This design comes from an exercise in tuning for small area and a short achievable clock period on the open sky130 flow, not from production work. Where RTL was checked, it was by simulation tests only, not by an equivalence proof against the original. Only the layout flow was run in runs 2 and 3; the RTL was not checked for function there. The flow treats the clock pin as an ideal source, which a real chip does not have.

==> flow/design.v, too long to show whole: its modules and the start of the top module <==
// module qft_add9: 9 lines
// module qft_pre: 31 lines
// module qft_post: 12 lines
// module qft_scale: 13 lines
// module qft_bfly: 14 lines
// module qft3_top: 588 lines
module qft3_top
(
    input  logic        clk,
    input  logic        rst_n,
    input  logic        valid_i,
    input  logic [63:0] re_i,
    input  logic [63:0] im_i,
    output logic        valid_o,
    output logic [63:0] re_o,
    output logic [63:0] im_o
);
  // ...
==> flow/flow/run.sh <==
#!/bin/bash
# The standard layout with two changes:
#  - the ports get the smallest buffer (buf_1) instead of the default one;
#  - after clock tree synthesis, flops inside the pipeline whose incoming paths are
#    tighter than their outgoing ones get one or two clock buffers of delay (useful skew between
#    internal registers only; flops fed by the inputs and the valid chain are left alone).
# Each tool's output goes to a log of its own in this folder.
set -euo pipefail
export BUFFER_PORTS_ARGS="-buffer_cell sky130_fd_sc_hd__buf_1"
bash standard.sh synth > synth.log 2>&1
bash standard.sh cts > place_cts.log 2>&1
R=orfs/results/sky130hd/qft3_top/base
PLATFORM_DIR="$FLOW_HOME/platforms/sky130hd" IN_ODB=$R/4_cts.odb IN_SDC=$R/4_cts.sdc OUT_ODB=$R/4_cts.odb \
  SKEW_DELTA=0.05 SKEW_BUF=sky130_fd_sc_hd__clkbuf_1 SKEW_BELOW=1.8 SKEW_PASSES=2 \
  SKEW_IO_PATTERNS='*_h2_*_t_d1* v_q*' \
  openroad -no_init -exit flow/skew.tcl > skew.log 2>&1
bash standard.sh finish > route_finish.log 2>&1
==> flow/flow/skew.tcl <==
# Useful skew for the internal register-to-register paths: give a flop whose incoming
# paths are tighter than its outgoing ones a small clock delay (a buffer on its clock pin;
# SKEW_PASSES rounds, so at most that many buffers in a row). Flops whose names match
# SKEW_IO_PATTERNS (those that capture from the input ports, and the valid chain) are left
# alone, so no path from an input gains time; delaying a flop that drives an output only
# takes time away from the output path.
set plat $::env(PLATFORM_DIR)
read_lef $plat/lef/sky130_fd_sc_hd.tlef
read_lef $plat/lef/sky130_fd_sc_hd_merged.lef
read_liberty $plat/lib/sky130_fd_sc_hd__tt_025C_1v80.lib
read_db $::env(IN_ODB)
read_sdc $::env(IN_SDC)
source $plat/setRC.tcl
set_propagated_clock [all_clocks]
estimate_parasitics -placement
puts "before: worst slack [format %.3f [sta::worst_slack -max]] hold [format %.3f [sta::worst_slack -min]]"
set delta $::env(SKEW_DELTA)
set bufm $::env(SKEW_BUF)
set block [ord::get_db_block]
set master [[ord::get_db] findMaster $bufm]
# flops left alone, by name
set io_pat $::env(SKEW_IO_PATTERNS)
set k 0
for {set pass 0} {$pass < $::env(SKEW_PASSES)} {incr pass} {
set chosen {}
foreach reg [all_registers -edge_triggered -cells] {
  set n [get_full_name $reg]
  set skip 0
  foreach p $io_pat { if {[string match $p $n]} { set skip 1 } }
  if {$skip} continue
  set d [get_pins -of_objects $reg -filter "name==D"]
  set q [get_pins -of_objects $reg -filter "name==Q"]
  if {$d eq "" || $q eq ""} continue
  set sin [get_property $d slack_max]
  set sout [get_property $q slack_max]
  if {$sin + $delta < $sout - $delta && $sin < $::env(SKEW_BELOW)} { lappend chosen [sta::sta_to_db_inst $reg] }
}
puts "flops to delay: [llength $chosen]"
foreach inst $chosen {
  set ck [$inst findITerm CLK]
  set cnet [$ck getNet]
  set b [odb::dbInst_create $block $master "skewbuf_$k"]
  set net [odb::dbNet_create $block "skewclk_$k"]
  $net setSigType CLOCK
  $ck disconnect
  $ck connect $net
  [$b findITerm A] connect $cnet
  [$b findITerm X] connect $net
  set loc [$inst getLocation]
  $b setLocation [lindex $loc 0] [lindex $loc 1]
  $b setPlacementStatus PLACED
  incr k
}
estimate_parasitics -placement
puts "pass $pass: worst slack [format %.3f [sta::worst_slack -max]]"
}
global_connect
detailed_placement
check_placement
estimate_parasitics -placement
puts "after: worst slack [format %.3f [sta::worst_slack -max]] hold [format %.3f [sta::worst_slack -min]]"
if {[info exists ::env(OUT_ODB)]} { write_db $::env(OUT_ODB) }
==> flow/standard.sh <==
#!/bin/bash
# synth_recipe.tcl (not shown) runs the flow's synth.tcl, then flattens the netlist and writes it again
# the make line also repeats each setting of config.mk as NAME=value (left out here)
make -C /OpenROAD-flow-scripts/flow DESIGN_CONFIG=/design/flow/config.mk WORK_HOME=/design/flow/orfs CLKGATE_MAP_FILE= SYNTH_SCRIPT=/design/flow/synth_recipe.tcl "${@:-finish}"
==> flow/config.mk <==
export PLATFORM = sky130hd
export DESIGN_NAME = qft3_top
export DESIGN_NICKNAME = qft3_top
export VERILOG_FILES = /design/flow/design.v
export SDC_FILE = /design/flow/constraint.sdc
export NUM_CORES = 4
export LEC_CHECK = 0
export CAP_MARGIN = 20
export CORE_MARGIN = 2
export CORE_UTILIZATION = 40
export CTS_CLUSTER_DIAMETER = 150
export CTS_CLUSTER_SIZE = 24
export SETUP_SLACK_MARGIN = 1.6
export SLEW_MARGIN = 20
==> flow/constraint.sdc <==
create_clock -name core_clock -period 4.0 [get_ports {clk}]
set_input_delay 0.8000 -clock core_clock [delete_from_list [all_inputs] [get_ports {clk}]]
set_output_delay 0.8000 -clock core_clock [all_outputs]
set_load 0.01 [all_outputs]
==> impl_metrics.env, run 1 <==
export IMPL_status="timing/DRC/antenna clean"
export IMPL_synth_xor_area_share_pct=8.05
export IMPL_synthMuxAreaShare_pct=0
export IMPL_dpl_worst_slack_ps=1290
export IMPL_cts_root_buf="clkbuf_16"
export IMPL_inverters_excl_clock=726
export IMPL_r2r_start="u27_h1_re3_t_d5[2]"
export IMPL_syn_to_final_growth_pct=11.3
export IMPL_synth_ff_type="dfxtp_1"
export IMPL_comb_multi_input_count=4815
export IMPL_cp_start_kind="flop"
export IMPL_placed_area_sq_um=70200
export IMPL_critPathMaxStageDelay_ps=540
export IMPL_min_to="v_q[0]"
export IMPL_sh_seq_area_pct=29.4
export IMPL_synth_edf_count=0
export IMPL_synth_cell_types=62
export IMPL_relSlewSlack_pct=47.8
export IMPL_hold_class="in -> reg"
export IMPL_yosys_area_top_type_share_pct=31.9
export IMPL_crit_family="compound AO/OA/AOI/OAI gates"
export IMPL_fin_area_sq_um=74100
==> module qft_add9, before the edit <==
module qft_add9
(
    input  logic [8:0] a,
    input  logic [8:0] b,
    input  logic       k,
    output logic [8:0] t
);
    assign t = a + b + 9'(k);
endmodule
==> module qft_post, before the edit <==
module qft_post
(
    input  logic [11:0] s2,
    input  logic [11:0] c2,
    input  logic        hi,
    input  logic        lo,
    output logic [7:0]  y
);
    logic [11:0] p;
    assign p = s2 + c2;
    assign y = hi ? 8'h7f : (lo ? 8'h80 : p[11:4]);
endmodule
==> run 2, diff against run 1 <==
--- a/flow/design.v
+++ b/flow/design.v
@@ -9,7 +9,111 @@
     input  logic       k,
     output logic [8:0] t
 );
-    assign t = a + b + 9'(k);
+    logic [9:0] c_g, c_p;
+    assign c_g[0] = k;
+    assign c_p[0] = 1'b0;
+    assign c_g[1] = a[0] & b[0];
+    assign c_p[1] = a[0] ^ b[0];
+    assign c_g[2] = a[1] & b[1];
+    assign c_p[2] = a[1] ^ b[1];
+    assign c_g[3] = a[2] & b[2];
+    assign c_p[3] = a[2] ^ b[2];
+    assign c_g[4] = a[3] & b[3];
+    assign c_p[4] = a[3] ^ b[3];
+    assign c_g[5] = a[4] & b[4];
+    assign c_p[5] = a[4] ^ b[4];
+    assign c_g[6] = a[5] & b[5];
+    assign c_p[6] = a[5] ^ b[5];
+    assign c_g[7] = a[6] & b[6];
+    assign c_p[7] = a[6] ^ b[6];
+    assign c_g[8] = a[7] & b[7];
+    assign c_p[8] = a[7] ^ b[7];
+    assign c_g[9] = a[8] & b[8];
+    assign c_p[9] = a[8] ^ b[8];
+    logic c_G1, c_P1;
+    assign c_G1 = c_g[1] | (c_p[1] & c_g[0]);
+    assign c_P1 = c_p[1] & c_p[0];
+    logic c_G2, c_P2;
+    assign c_G2 = c_g[2] | (c_p[2] & c_g[1]);
+    assign c_P2 = c_p[2] & c_p[1];
+    logic c_G3, c_P3;
+    assign c_G3 = c_g[3] | (c_p[3] & c_g[2]);
+    assign c_P3 = c_p[3] & c_p[2];
+    logic c_G4, c_P4;
+    assign c_G4 = c_g[4] | (c_p[4] & c_g[3]);
+    assign c_P4 = c_p[4] & c_p[3];
+    logic c_G5, c_P5;
+    assign c_G5 = c_g[5] | (c_p[5] & c_g[4]);
+    assign c_P5 = c_p[5] & c_p[4];
+    logic c_G6, c_P6;
+    assign c_G6 = c_g[6] | (c_p[6] & c_g[5]);
+    assign c_P6 = c_p[6] & c_p[5];
+    logic c_G7, c_P7;
+    assign c_G7 = c_g[7] | (c_p[7] & c_g[6]);
+    assign c_P7 = c_p[7] & c_p[6];
+    logic c_G8, c_P8;
+    assign c_G8 = c_g[8] | (c_p[8] & c_g[7]);
+    assign c_P8 = c_p[8] & c_p[7];
+    logic c_G9, c_P9;
+    assign c_G9 = c_g[9] | (c_p[9] & c_g[8]);
+    assign c_P9 = c_p[9] & c_p[8];
+    logic c_G10, c_P10;
+    assign c_G10 = c_G2 | (c_P2 & c_g[0]);
+    assign c_P10 = c_P2 & c_p[0];
+    logic c_G11, c_P11;
+    assign c_G11 = c_G3 | (c_P3 & c_G1);
+    assign c_P11 = c_P3 & c_P1;
+    logic c_G12, c_P12;
+    assign c_G12 = c_G4 | (c_P4 & c_G2);
+    assign c_P12 = c_P4 & c_P2;
+    logic c_G13, c_P13;
+    assign c_G13 = c_G5 | (c_P5 & c_G3);
+    assign c_P13 = c_P5 & c_P3;
+    logic c_G14, c_P14;
+    assign c_G14 = c_G6 | (c_P6 & c_G4);
+    assign c_P14 = c_P6 & c_P4;
+    logic c_G15, c_P15;
+    assign c_G15 = c_G7 | (c_P7 & c_G5);
+    assign c_P15 = c_P7 & c_P5;
+    logic c_G16, c_P16;
+    assign c_G16 = c_G8 | (c_P8 & c_G6);
+    assign c_P16 = c_P8 & c_P6;
+    logic c_G17, c_P17;
+    assign c_G17 = c_G9 | (c_P9 & c_G7);
+    assign c_P17 = c_P9 & c_P7;
+    logic c_G18, c_P18;
+    assign c_G18 = c_G12 | (c_P12 & c_g[0]);
+    assign c_P18 = c_P12 & c_p[0];
+    logic c_G19, c_P19;
+    assign c_G19 = c_G13 | (c_P13 & c_G1);
+    assign c_P19 = c_P13 & c_P1;
+    logic c_G20, c_P20;
+    assign c_G20 = c_G14 | (c_P14 & c_G10);
+    assign c_P20 = c_P14 & c_P10;
+    logic c_G21, c_P21;
+    assign c_G21 = c_G15 | (c_P15 & c_G11);
+    assign c_P21 = c_P15 & c_P11;
+    logic c_G22, c_P22;
+    assign c_G22 = c_G16 | (c_P16 & c_G12);
+    assign c_P22 = c_P16 & c_P12;
+    logic c_G23, c_P23;
+    assign c_G23 = c_G17 | (c_P17 & c_G13);
+    assign c_P23 = c_P17 & c_P13;
+    logic c_G24, c_P24;
+    assign c_G24 = c_G22 | (c_P22 & c_g[0]);
+    assign c_P24 = c_P22 & c_p[0];
+    logic c_G25, c_P25;
+    assign c_G25 = c_G23 | (c_P23 & c_G1);
+    assign c_P25 = c_P23 & c_P1;
+    assign t[0] = c_p[1] ^ c_g[0];
+    assign t[1] = c_p[2] ^ c_G1;
+    assign t[2] = c_p[3] ^ c_G10;
+    assign t[3] = c_p[4] ^ c_G11;
+    assign t[4] = c_p[5] ^ c_G18;
+    assign t[5] = c_p[6] ^ c_G19;
+    assign t[6] = c_p[7] ^ c_G20;
+    assign t[7] = c_p[8] ^ c_G21;
+    assign t[8] = c_p[9] ^ c_G24;
 endmodule
 module qft_pre
 #(
@@ -51,7 +155,156 @@
     output logic [7:0]  y
 );
     logic [11:0] p;
-    assign p = s2 + c2;
+    logic [12:0] d_g, d_p;
+    assign d_g[0] = 1'b0;
+    assign d_p[0] = 1'b0;
+    assign d_g[1] = s2[0] & c2[0];
+    assign d_p[1] = s2[0] ^ c2[0];
+    assign d_g[2] = s2[1] & c2[1];
+    assign d_p[2] = s2[1] ^ c2[1];
+    assign d_g[3] = s2[2] & c2[2];
+    assign d_p[3] = s2[2] ^ c2[2];
+    assign d_g[4] = s2[3] & c2[3];
+    assign d_p[4] = s2[3] ^ c2[3];
+    assign d_g[5] = s2[4] & c2[4];
+    assign d_p[5] = s2[4] ^ c2[4];
+    assign d_g[6] = s2[5] & c2[5];
+    assign d_p[6] = s2[5] ^ c2[5];
+    assign d_g[7] = s2[6] & c2[6];
+    assign d_p[7] = s2[6] ^ c2[6];
+    assign d_g[8] = s2[7] & c2[7];
+    assign d_p[8] = s2[7] ^ c2[7];
+    assign d_g[9] = s2[8] & c2[8];
+    assign d_p[9] = s2[8] ^ c2[8];
+    assign d_g[10] = s2[9] & c2[9];
+    assign d_p[10] = s2[9] ^ c2[9];
+    assign d_g[11] = s2[10] & c2[10];
+    assign d_p[11] = s2[10] ^ c2[10];
+    assign d_g[12] = s2[11] & c2[11];
+    assign d_p[12] = s2[11] ^ c2[11];
+    logic d_G1, d_P1;
+    assign d_G1 = d_g[1] | (d_p[1] & d_g[0]);
+    assign d_P1 = d_p[1] & d_p[0];
+    logic d_G2, d_P2;
+    assign d_G2 = d_g[2] | (d_p[2] & d_g[1]);
+    assign d_P2 = d_p[2] & d_p[1];
+    logic d_G3, d_P3;
+    assign d_G3 = d_g[3] | (d_p[3] & d_g[2]);
+    assign d_P3 = d_p[3] & d_p[2];
+    logic d_G4, d_P4;
+    assign d_G4 = d_g[4] | (d_p[4] & d_g[3]);
+    assign d_P4 = d_p[4] & d_p[3];
+    logic d_G5, d_P5;
+    assign d_G5 = d_g[5] | (d_p[5] & d_g[4]);
+    assign d_P5 = d_p[5] & d_p[4];
+    logic d_G6, d_P6;
+    assign d_G6 = d_g[6] | (d_p[6] & d_g[5]);
+    assign d_P6 = d_p[6] & d_p[5];
+    logic d_G7, d_P7;
+    assign d_G7 = d_g[7] | (d_p[7] & d_g[6]);
+    assign d_P7 = d_p[7] & d_p[6];
+    logic d_G8, d_P8;
+    assign d_G8 = d_g[8] | (d_p[8] & d_g[7]);
+    assign d_P8 = d_p[8] & d_p[7];
+    logic d_G9, d_P9;
+    assign d_G9 = d_g[9] | (d_p[9] & d_g[8]);
+    assign d_P9 = d_p[9] & d_p[8];
+    logic d_G10, d_P10;
+    assign d_G10 = d_g[10] | (d_p[10] & d_g[9]);
+    assign d_P10 = d_p[10] & d_p[9];
+    logic d_G11, d_P11;
+    assign d_G11 = d_g[11] | (d_p[11] & d_g[10]);
+    assign d_P11 = d_p[11] & d_p[10];
+    logic d_G12, d_P12;
+    assign d_G12 = d_g[12] | (d_p[12] & d_g[11]);
+    assign d_P12 = d_p[12] & d_p[11];
+    logic d_G13, d_P13;
+    assign d_G13 = d_G2 | (d_P2 & d_g[0]);
+    assign d_P13 = d_P2 & d_p[0];
+    logic d_G14, d_P14;
+    assign d_G14 = d_G3 | (d_P3 & d_G1);
+    assign d_P14 = d_P3 & d_P1;
+    logic d_G15, d_P15;
+    assign d_G15 = d_G4 | (d_P4 & d_G2);
+    assign d_P15 = d_P4 & d_P2;
+    logic d_G16, d_P16;
+    assign d_G16 = d_G5 | (d_P5 & d_G3);
+    assign d_P16 = d_P5 & d_P3;
+    logic d_G17, d_P17;
+    assign d_G17 = d_G6 | (d_P6 & d_G4);
+    assign d_P17 = d_P6 & d_P4;
+    logic d_G18, d_P18;
+    assign d_G18 = d_G7 | (d_P7 & d_G5);
+    assign d_P18 = d_P7 & d_P5;
+    logic d_G19, d_P19;
+    assign d_G19 = d_G8 | (d_P8 & d_G6);
+    assign d_P19 = d_P8 & d_P6;
+    logic d_G20, d_P20;
+    assign d_G20 = d_G9 | (d_P9 & d_G7);
+    assign d_P20 = d_P9 & d_P7;
+    logic d_G21, d_P21;
+    assign d_G21 = d_G10 | (d_P10 & d_G8);
+    assign d_P21 = d_P10 & d_P8;
+    logic d_G22, d_P22;
+    assign d_G22 = d_G11 | (d_P11 & d_G9);
+    assign d_P22 = d_P11 & d_P9;
+    logic d_G23, d_P23;
+    assign d_G23 = d_G12 | (d_P12 & d_G10);
+    assign d_P23 = d_P12 & d_P10;
+    logic d_G24, d_P24;
+    assign d_G24 = d_G15 | (d_P15 & d_g[0]);
+    assign d_P24 = d_P15 & d_p[0];
+    logic d_G25, d_P25;
+    assign d_G25 = d_G16 | (d_P16 & d_G1);
+    assign d_P25 = d_P16 & d_P1;
+    logic d_G26, d_P26;
+    assign d_G26 = d_G17 | (d_P17 & d_G13);
+    assign d_P26 = d_P17 & d_P13;
+    logic d_G27, d_P27;
+    assign d_G27 = d_G18 | (d_P18 & d_G14);
+    assign d_P27 = d_P18 & d_P14;
+    logic d_G28, d_P28;
+    assign d_G28 = d_G19 | (d_P19 & d_G15);
+    assign d_P28 = d_P19 & d_P15;
+    logic d_G29, d_P29;
+    assign d_G29 = d_G20 | (d_P20 & d_G16);
+    assign d_P29 = d_P20 & d_P16;
+    logic d_G30, d_P30;
+    assign d_G30 = d_G21 | (d_P21 & d_G17);
+    assign d_P30 = d_P21 & d_P17;
+    logic d_G31, d_P31;
+    assign d_G31 = d_G22 | (d_P22 & d_G18);
+    assign d_P31 = d_P22 & d_P18;
+    logic d_G32, d_P32;
+    assign d_G32 = d_G23 | (d_P23 & d_G19);
+    assign d_P32 = d_P23 & d_P19;
+    logic d_G33, d_P33;
+    assign d_G33 = d_G28 | (d_P28 & d_g[0]);
+    assign d_P33 = d_P28 & d_p[0];
+    logic d_G34, d_P34;
+    assign d_G34 = d_G29 | (d_P29 & d_G1);
+    assign d_P34 = d_P29 & d_P1;
+    logic d_G35, d_P35;
+    assign d_G35 = d_G30 | (d_P30 & d_G13);
+    assign d_P35 = d_P30 & d_P13;
+    logic d_G36, d_P36;
+    assign d_G36 = d_G31 | (d_P31 & d_G14);
+    assign d_P36 = d_P31 & d_P14;
+    logic d_G37, d_P37;
+    assign d_G37 = d_G32 | (d_P32 & d_G24);
+    assign d_P37 = d_P32 & d_P24;
+    assign p[0] = d_p[1] ^ d_g[0];
+    assign p[1] = d_p[2] ^ d_G1;
+    assign p[2] = d_p[3] ^ d_G13;
+    assign p[3] = d_p[4] ^ d_G14;
+    assign p[4] = d_p[5] ^ d_G24;
+    assign p[5] = d_p[6] ^ d_G25;
+    assign p[6] = d_p[7] ^ d_G26;
+    assign p[7] = d_p[8] ^ d_G27;
+    assign p[8] = d_p[9] ^ d_G33;
+    assign p[9] = d_p[10] ^ d_G34;
+    assign p[10] = d_p[11] ^ d_G35;
+    assign p[11] = d_p[12] ^ d_G36;
     assign y = hi ? 8'h7f : (lo ? 8'h80 : p[11:4]);
 endmodule
 module qft_scale
==> flow/run.sh (new file) <==
#!/bin/bash
# synth_recipe.tcl (not shown) runs the flow's synth.tcl, then flattens the netlist and writes it again
# the make line also repeats each setting of config.mk as NAME=value (left out here)
make -C /OpenROAD-flow-scripts/flow DESIGN_CONFIG=/design/flow/config.mk WORK_HOME=/design/flow/orfs CLKGATE_MAP_FILE= SYNTH_SCRIPT=/design/flow/synth_recipe.tcl finish
--- a/flow/config.mk
+++ b/flow/config.mk
@@ -8,7 +8,5 @@
 export CAP_MARGIN = 20
 export CORE_MARGIN = 2
 export CORE_UTILIZATION = 40
-export CTS_CLUSTER_DIAMETER = 150
-export CTS_CLUSTER_SIZE = 24
 export SETUP_SLACK_MARGIN = 1.6
 export SLEW_MARGIN = 20
removed: flow/flow/run.sh
removed: flow/flow/skew.tcl
removed: flow/standard.sh
==> run 2 against run 1 <==
Flip-flop and latch count down 1. Worst hold slack better by 85 ps. Clock-buffer cell count up 95. Via count up 0.96%. Final area up 9.2%. Global-route usage up 0.50 points. Critical endpoint is now u21_h1_re0_d6[7]. Synthesized cell count up 1.1%.
==> impl_metrics.env, run 2 <==
export IMPL_status="timing/DRC/antenna clean"
export IMPL_cts_root_buf="clkbuf_16"
export IMPL_r2r_cells=8
export IMPL_die_x_microns=414
export IMPL_drive_gt1_share_pct=16.3
export IMPL_grt_antenna_before_repair=2
export IMPL_grt_pass1_vias=46628
export IMPL_setup_viol=0
export IMPL_drt_iter0_drc=1755
export IMPL_clock_skew_ps=29.6
export IMPL_die_area_sq_um=171000
export IMPL_cts_buffer_depth=3
export IMPL_critical_path_cell_chain="fa_1 > ha_4 > o21a_1 > o22ai_2 > nor2b_2 > a311o_1 > a2111oi_4 > nor2_1"
export IMPL_worst_slack_ps=1480
export IMPL_top_usage_layer="met2"
export IMPL_coreArea_sq_um=167000
export IMPL_relSlewSlack_pct=35.5
export IMPL_synth_top_area_cell="dfxtp_1"
export IMPL_finalHoldViolCount=0
export IMPL_met3_usage_pct=2.04
export IMPL_grt_usage_pct=16.1
export IMPL_ys_ff_latch=1067
export IMPL_wl_mm=142
export IMPL_via_per_inst=4.88
export IMPL_vias=46747
export IMPL_synthesis_area_sq_um=67100
export IMPL_wl_per_cell_microns=14.8
export IMPL_startpoint="u21_h1_re0_t_d5[1]"
export IMPL_nNetsFinal=8878
export IMPL_finish_utilization_pct=48.5
export IMPL_hpwl_mm=111
export IMPL_cap_violations=0
export IMPL_synth_async_reset_ratio_pct=0.750
export IMPL_min_from="u10_h2_im2_d2[4]"
export IMPL_seq_area_frac_synth_pct=31.9
export IMPL_fmax_ghz=0.396
export IMPL_htree_levels=3
export IMPL_rsz0062_at_grt="true"
export IMPL_whs_path_depth=0
export IMPL_final_cell_mix="ha_1 (1067), inv_1 (738), dfxtp_1 (730), a21oi_1 (371), xnor2_1 (353)"
export IMPL_fin_crit_ps=2520
export IMPL_numCtsBuffers=114
export IMPL_cp_slowest_cell="fa_1"
export IMPL_grt_util_met2_pct=27.5
export IMPL_cts_hold_fix_buffers=0
export IMPL_crit_family="compound AO/OA/AOI/OAI gates"
export IMPL_hold_class="reg -> reg"
export IMPL_final_common_cell="ha_1"
export IMPL_cp_start_kind="flop"
export IMPL_yosys_area_top_type_share_pct=31.6
export IMPL_clk_latency_ps=730
export IMPL_required_ps=4610
export IMPL_holdWs_ps=299
export IMPL_netlist_instances=6729
export IMPL_grt_pass1_wl_mm=230
export IMPL_ys_warnings_count=1
export IMPL_yosys_top_cells_count="ha_1 (1133), dfxtp_1 (1059), inv_1 (744)"
export IMPL_firstDrtPassIters=5
export IMPL_syn_nets=8338
export IMPL_grt_overflow=0
export IMPL_port_buffer_count=259
export IMPL_post_synth_cell_area_avg_sq_um=9.98
export IMPL_dpl_worst_slack_ps=906
export IMPL_tightest_slew_ps=965
export IMPL_routabilityCongestion=0.857
export IMPL_critPathMaxStageDelay_ps=590
export IMPL_path_max_fanout=4
export IMPL_cts_sinks=1067
export IMPL_fin_setup_tns_ps=0
export IMPL_synth_edf_count=0
export IMPL_io_pins=260
export IMPL_yosys_top_cells_area="dfxtp_1 (32%), ha_1 (21%), fa_1 (10%)"
export IMPL_syn_to_final_growth_pct=20.6
export IMPL_end_kind="flop"
export IMPL_met1_usage_pct=21.5
export IMPL_start_util_pct=40.2
export IMPL_slew_viol_final=0
export IMPL_drtAntennaViolNets=0
export IMPL_num_rows=150
export IMPL_post_synth_top_count_cell="ha_1"
export IMPL_cp_buffers_inverters=0
export IMPL_grt_max_degree=16
export IMPL_synth_ff_type="dfxtp_1"
export IMPL_path_clk_slew_ps=60
export IMPL_period_share_pct=63.1
export IMPL_cp_num_cells=8
export IMPL_cts_tree="built"
export IMPL_die_h_microns=414
export IMPL_synth_cell_types=68
export IMPL_path_class="reg -> reg"
export IMPL_critPathArrivalTime_ps=3140
export IMPL_r2r_start="u21_h1_re0_t_d5[1]"
export IMPL_drc=0
==> run 2: changes by cell type after synthesis, moves of 38 or more <==
cell / before / now
a211oi_1: 58 / 4
ha_1: 1095 / 1133
nand3_1: 59 / 11
nor3_1: 46 / 163
o21ai_0: 512 / 457
o31a_1: 31 / 75
o31ai_1: 25 / 65
or2_2: 7 / 62
==> run 2: worst paths after layout <==
path	endpoint	slack, ps
worst max-delay path	u21_h1_re0_d6[7]	1480
worst min-delay path	u10_h2_im2_d3[4]	300
worst max register to register	u21_h1_re0_d6[7]	1480
worst min register to register	u10_h2_im2_d3[4]	300
max in group asynchronous	v_q[2]	3400
min in group asynchronous	v_q[3]	350
==> run 2: worst register-to-register path, stage by stage (launching register included) <==
cell	delay, ps
dfxtp_4	360
fa_1	590
ha_4	220
o21a_1	200
o22ai_2	180
nor2b_2	80
a311o_1	360
a2111oi_4	350
nor2_1	90
==> run 2: cells by family (layout without fill, tap and decap cells) <==
kind of cell | Yosys count | after routing | synth area share (%)
mux | 6 | 6 | 0.0895
xor+xnor | 600 | 600 | 7.83
simple gates | 1090 | 1090 | 7.78
compound gates | 1680 | 1680 | 16.5
fa+ha+maj | 1478 | 1478 | 31.4
buf+inv | 808 | 1444 | 4.53
other cells | 0 | 2 | 0
flops | 1067 | 1067 | 31.9
==> run 2: final cells by class <==
type / count / area (sq um)
diodes: 2 / 5.00
clock buffers: 146 / 3200
clock inverters: 66 / 886
fillers: 15342 / 85900
inverters: 744 / 2800
multi-input cells: 4854 / 44900
flip-flops and latches: 1067 / 22100
well taps: 2204 / 2760
repair buffers: 488 / 4270
==> run 2: stage by stage <==
step / std cells / instance area, sq um
after floorplan: 6729 / 67600
after global placement: 9131 / 72700
after detailed placement: 9131 / 72700
after CTS: 9502 / 78800
after global routing: 9569 / 81000
final: 9571 / 81000
==> run 2: layer usage <==
metal | vias to the layer above | part of all wire, %
met2 | 502 | 47
met1 | 22021 | 48
met5 | - | 0
li1 | 24055 | -
met4 | 0 | 1.9
met3 | 169 | 2.9
==> run 2: timing repair <==
item	CTS	global route
pin swaps	164	222
gates resized for setup	498	431
setup buffers	159	67
setup endpoints to repair	342	215
hold endpoints to repair	0	0
==> run 3, diff against run 2 <==
==> flow/flow/run.sh (new file) <==
#!/bin/bash
# The standard layout with two changes:
#  - the ports get the smallest buffer (buf_1) instead of the default one;
#  - after clock tree synthesis, flops inside the pipeline whose incoming paths are
#    tighter than their outgoing ones get one clock buffer of delay (useful skew between
#    internal registers only; flops fed by the inputs and the valid chain are left alone).
# Each tool's output goes to a log of its own in this folder.
set -euo pipefail
export BUFFER_PORTS_ARGS="-buffer_cell sky130_fd_sc_hd__buf_1"
bash standard.sh synth > synth.log 2>&1
bash standard.sh cts > place_cts.log 2>&1
R=orfs/results/sky130hd/qft3_top/base
PLATFORM_DIR="$FLOW_HOME/platforms/sky130hd" IN_ODB=$R/4_cts.odb IN_SDC=$R/4_cts.sdc OUT_ODB=$R/4_cts.odb \
  SKEW_DELTA=0.08 SKEW_BUF=sky130_fd_sc_hd__clkbuf_1 SKEW_BELOW=1.8 \
  SKEW_IO_PATTERNS='*_h2_*_t_d1* v_q*' \
  openroad -no_init -exit flow/skew.tcl > skew.log 2>&1
bash standard.sh finish > route_finish.log 2>&1
==> flow/flow/skew.tcl (new file) <==
# Useful skew for the internal register-to-register paths: give a flop whose incoming
# paths are tighter than its outgoing ones a small clock delay (one buffer on its clock
# pin). Flops that capture from input ports or launch to output ports are left alone.
set plat $::env(PLATFORM_DIR)
read_lef $plat/lef/sky130_fd_sc_hd.tlef
read_lef $plat/lef/sky130_fd_sc_hd_merged.lef
read_liberty $plat/lib/sky130_fd_sc_hd__tt_025C_1v80.lib
read_db $::env(IN_ODB)
read_sdc $::env(IN_SDC)
source $plat/setRC.tcl
set_propagated_clock [all_clocks]
estimate_parasitics -placement
puts "before: worst slack [format %.3f [sta::worst_slack -max]] hold [format %.3f [sta::worst_slack -min]]"
set delta $::env(SKEW_DELTA)
set bufm $::env(SKEW_BUF)
set block [ord::get_db_block]
set master [[ord::get_db] findMaster $bufm]
# flops next to the ports
# (by name: the first stage's sums, the output stage and the valid chain)
set io_pat $::env(SKEW_IO_PATTERNS)
set chosen {}
foreach reg [all_registers -edge_triggered -cells] {
  set n [get_full_name $reg]
  set skip 0
  foreach p $io_pat { if {[string match $p $n]} { set skip 1 } }
  if {$skip} continue
  set d [get_pins -of_objects $reg -filter "name==D"]
  set q [get_pins -of_objects $reg -filter "name==Q"]
  if {$d eq "" || $q eq ""} continue
  set sin [get_property $d slack_max]
  set sout [get_property $q slack_max]
  if {$sin + $delta < $sout - $delta && $sin < $::env(SKEW_BELOW)} { lappend chosen [sta::sta_to_db_inst $reg] }
}
puts "flops to delay: [llength $chosen]"
set k 0
foreach inst $chosen {
  set ck [$inst findITerm CLK]
  set cnet [$ck getNet]
  set b [odb::dbInst_create $block $master "skewbuf_$k"]
  set net [odb::dbNet_create $block "skewclk_$k"]
  $net setSigType CLOCK
  $ck disconnect
  $ck connect $net
  [$b findITerm A] connect $cnet
  [$b findITerm X] connect $net
  set loc [$inst getLocation]
  $b setLocation [lindex $loc 0] [lindex $loc 1]
  $b setPlacementStatus PLACED
  incr k
}
global_connect
detailed_placement
check_placement
estimate_parasitics -placement
puts "after: worst slack [format %.3f [sta::worst_slack -max]] hold [format %.3f [sta::worst_slack -min]]"
if {[info exists ::env(OUT_ODB)]} { write_db $::env(OUT_ODB) }
==> flow/standard.sh (new file) <==
#!/bin/bash
# synth_recipe.tcl (not shown) runs the flow's synth.tcl, then flattens the netlist and writes it again
# the make line also repeats each setting of config.mk as NAME=value (left out here)
make -C /OpenROAD-flow-scripts/flow DESIGN_CONFIG=/design/flow/config.mk WORK_HOME=/design/flow/orfs CLKGATE_MAP_FILE= SYNTH_SCRIPT=/design/flow/synth_recipe.tcl "${@:-finish}"
--- a/flow/config.mk
+++ b/flow/config.mk
@@ -8,5 +8,7 @@
 export CAP_MARGIN = 20
 export CORE_MARGIN = 2
 export CORE_UTILIZATION = 40
+export CTS_CLUSTER_DIAMETER = 150
+export CTS_CLUSTER_SIZE = 24
 export SETUP_SLACK_MARGIN = 1.6
 export SLEW_MARGIN = 20
removed: flow/run.sh
==> run 3 against run 2 <==
Clock skew is 85 ps higher. Via count is 0.30% higher. Non-clock buffer count is 228 higher. Worst hold slack worse by 88 ps. First-iteration DRC count is 8.4% lower. Sequential share of layout area is 1.5 points higher. Final area is 5.6% lower. Synthesized area stayed put. Cell count is 0.79% higher. Register-to-register slack better by 80 ps. Still clean on timing, DRC and antenna.
==> impl_metrics.env, run 3 <==
export IMPL_drc=0
export IMPL_coreArea_sq_um=167000
export IMPL_synth_ff_type="dfxtp_1"
export IMPL_die_h_microns=414
export IMPL_critPathMaxStageDelay_ps=570
export IMPL_synth_edf_count=0
export IMPL_cts_tree="built"
export IMPL_setup_viol=0
export IMPL_fin_crit_ps=2440
export IMPL_whs_path_depth=1
export IMPL_synth_cell_types=68
export IMPL_status="timing/DRC/antenna clean"
export IMPL_grt_overflow=0
export IMPL_cts_sinks=1067
export IMPL_num_rows=150
export IMPL_cp_buffers_inverters=1
export IMPL_cap_violations=0
export IMPL_netlist_instances=6729
export IMPL_r2r_end="u28_h1_im3_d6[5]"
export IMPL_htree_levels=2
export IMPL_ys_warnings_count=1
export IMPL_drt_iter0_drc=1607
export IMPL_path_class="reg -> reg"
export IMPL_nNetsFinal=9042
export IMPL_drive_gt1_share_pct=11.8
export IMPL_synthesis_area_sq_um=67100
export IMPL_start_util_pct=40.2
export IMPL_grt_antenna_before_repair=5
export IMPL_numCtsBuffers=50
export IMPL_hpwl_mm=110
export IMPL_yosys_area_top_type_share_pct=31.6
export IMPL_port_buffer_count=259
export IMPL_routabilityCongestion=0.850
export IMPL_r2r_cells=9
export IMPL_rsz0062_at_grt="true"
export IMPL_cts_root_buf="clkbuf_16"
export IMPL_yosys_top_cells_area="dfxtp_1 (32%), ha_1 (21%), fa_1 (10%)"
export IMPL_cp_start_kind="flop"
export IMPL_die_area_sq_um=171000
export IMPL_finalHoldViolCount=0
export IMPL_r2r_start="u28_h1_im3_t_d5[3]"
export IMPL_min_to="v_q[0]"
export IMPL_wl_mm=137
export IMPL_finish_utilization_pct=45.8
export IMPL_post_synth_cell_area_avg_sq_um=9.98
export IMPL_drtAntennaViolNets=0
export IMPL_die_x_microns=414
export IMPL_final_common_cell="ha_1"
export IMPL_regArea_sq_um=22000
export IMPL_path_clk_slew_ps=110
export IMPL_syn_nets=8338
export IMPL_slew_viol_final=0
export IMPL_cts_buffer_depth=3
export IMPL_yosys_top_cells_count="ha_1 (1133), dfxtp_1 (1059), inv_1 (744)"
export IMPL_fillers=15818
export IMPL_synth_async_reset_ratio_pct=0.750
export IMPL_seq_area_frac_synth_pct=31.9
export IMPL_critPathArrivalTime_ps=3130
export IMPL_min_from="valid_i"
export IMPL_period_share_pct=61.0
export IMPL_fmax_ghz=0.410
export IMPL_end_kind="flop"
export IMPL_via_per_inst=4.86
export IMPL_vias=46887
export IMPL_clk_latency_ps=780
export IMPL_io_pins=260
export IMPL_relSlewSlack_pct=29.6
export IMPL_final_cell_mix="ha_1 (1094), dfxtp_1 (777), inv_1 (738), o21ai_0 (404), a21oi_1 (384)"
export IMPL_grt_max_degree=26
export IMPL_required_ps=4690
export IMPL_clock_skew_ps=114
export IMPL_tightest_slew_ps=1050
export IMPL_wl_per_cell_microns=14.2
export IMPL_r2r_setup_slack_ps=1560
export IMPL_fin_setup_tns_ps=0
export IMPL_post_synth_top_count_cell="ha_1"
export IMPL_grt_usage_pct=15.8
export IMPL_synth_top_area_cell="dfxtp_1"
export IMPL_grt_pass1_wl_mm=227
export IMPL_ys_ff_latch=1067
export IMPL_syn_to_final_growth_pct=13.9
export IMPL_critical_path_cell_chain="fa_1 > ha_4 > o21a_1 > o22ai_2 > nor2b_2 > a311o_2 > buf_4 > xnor2_2 > o21ai_1"
export IMPL_cp_slowest_cell="fa_1"
export IMPL_multi_input_area_sq_um=44100
export IMPL_grt_pass1_vias=46282
export IMPL_path_max_fanout=4
export IMPL_crit_family="compound AO/OA/AOI/OAI gates"
export IMPL_firstDrtPassIters=5
export IMPL_hold_class="in -> reg"
-- run 3: cell types whose count changed in the layout (fill, tap and decap cells not counted), moves of 24 or more --
cell / change
buf_1: +259
dlygate4sd2_1: -129
dfxtp_1: +47
dfxtp_2: -24
clkbuf_1: +252
ha_1: +27
o21ai_0: +55
o21ai_1: -38
clkdlybuf4s50_1: -130
clkbuf_16: -65
-- run 3: cell type report --
class                   count  area share (%)
clock inverters             5          0.0606
clock buffers              56            1.71
plain buffers             260            1.28
diodes                      1         0.00327
well taps                2204            3.61
inverters                 744            3.65
flip-flops and latches   1067            28.8
repair buffers            456            3.26
multi-input cells        4854            57.6
-- run 3: logic make-up after synthesis --
logic type | Yosys count | synth area share [%]
adders and majority gates | 1478 | 31.4
buffers and inverters | 808 | 4.53
DFF | 1067 | 31.9
muxes | 6 | 0.0895
AOI/OAI and AO/OA | 1680 | 16.5
xor gates and xnor gates | 600 | 7.83
and+or+nand+nor | 1090 | 7.78
-- run 3: how the worst max path moves through the flow --
stage	startpoint	to	slack, ps	cells after the start
2_1_floorplan	u16_h2_im7_t_d1[0]	u16_h2_im7_d2[4]	1530	8
5_1_grt	u28_h1_im3_t_d5[3]	u28_h1_im3_d6[7]	1470	8
3_5_place_dp	u7_h2_re5_t_d1[0]	u5_h2_re1_d2[7]	1280	8
6_report	u28_h1_im3_t_d5[3]	u28_h1_im3_d6[5]	1560	9
3_3_place_gp	u7_h2_re5_t_d1[0]	u5_h2_re1_d2[7]	1380	8
4_1_cts	u23_h1_re2_t_d5[3]	u23_h1_re2_d6[7]	1450	8
-- run 3: per-stage QoR --
step | worst slack [ps] | instances | hold WS (ps) | instance area, sq um
final | 1560 | 9647 | 211 | 76500
after global routing | 1470 | 9647 | 162 | 76500
after CTS | 1450 | 9347 | 145 | 74500
after detailed placement | 1280 | 9130 | 312 | 71100
after global placement | 1380 | 9130 | 311 | 71100
after floorplan | 1530 | 6729 | 310 | 67600
-- run 3: repair_timing --
action	CTS	global route
pin swaps	142	92
resized for setup	360	173
hold endpoints to repair	8	0
hold buffers	1	0
buffers inserted	155	39
endpoints found under the setup margin	214	128
-- run 3: per-layer routing --
metal | up-vias | wire length, microns | GRT usage (%)
li1 | 24265 | - | -
met1 | 22038 | 67600 | 21.8
met2 | 459 | 63800 | 26.9
met3 | 125 | 3130 | 1.39
met4 | 0 | 2710 | 3.39
met5 | - | 0 | 0

[what the ideal ports hide]
No port has a modelled driver above. Below, the same layouts with a new extraction and two added sets of constraints.
Step 1 (the two cells are an assumption about what drives the block):
set clk [get_ports {clk}]
set_driving_cell -lib_cell sky130_fd_sc_hd__clkbuf_16 $clk
set_driving_cell -lib_cell sky130_fd_sc_hd__buf_2 [delete_from_list [all_inputs] $clk]
Step 2 also shifts input and output timing later by t, the mid clock arrival at the registers, as if the neighbouring blocks saw the same clock.
a / b / c = ideal / step 1 / step 2; a / b = the first two.
run | t (ns) | setup WS [ns] | worst setup path after step 2 | clock arrival spread, ns
run 1 | 0.850 | 1.697 / 1.697 / 1.279 | input to register | 0.216 / 0.216
run 2 | 0.786 | 1.476 / 1.476 / 0.923 | input to register | 0.036 / 0.035
run 3 | 0.802 | 1.559 / 1.559 / 1.279 | input to register | 0.128 / 0.127
After both steps setup and hold are still met in every run listed. For run 2, which loses most, drivers alone change the setup slack by 0.000 ns; drivers and shift together by -0.553 ns.
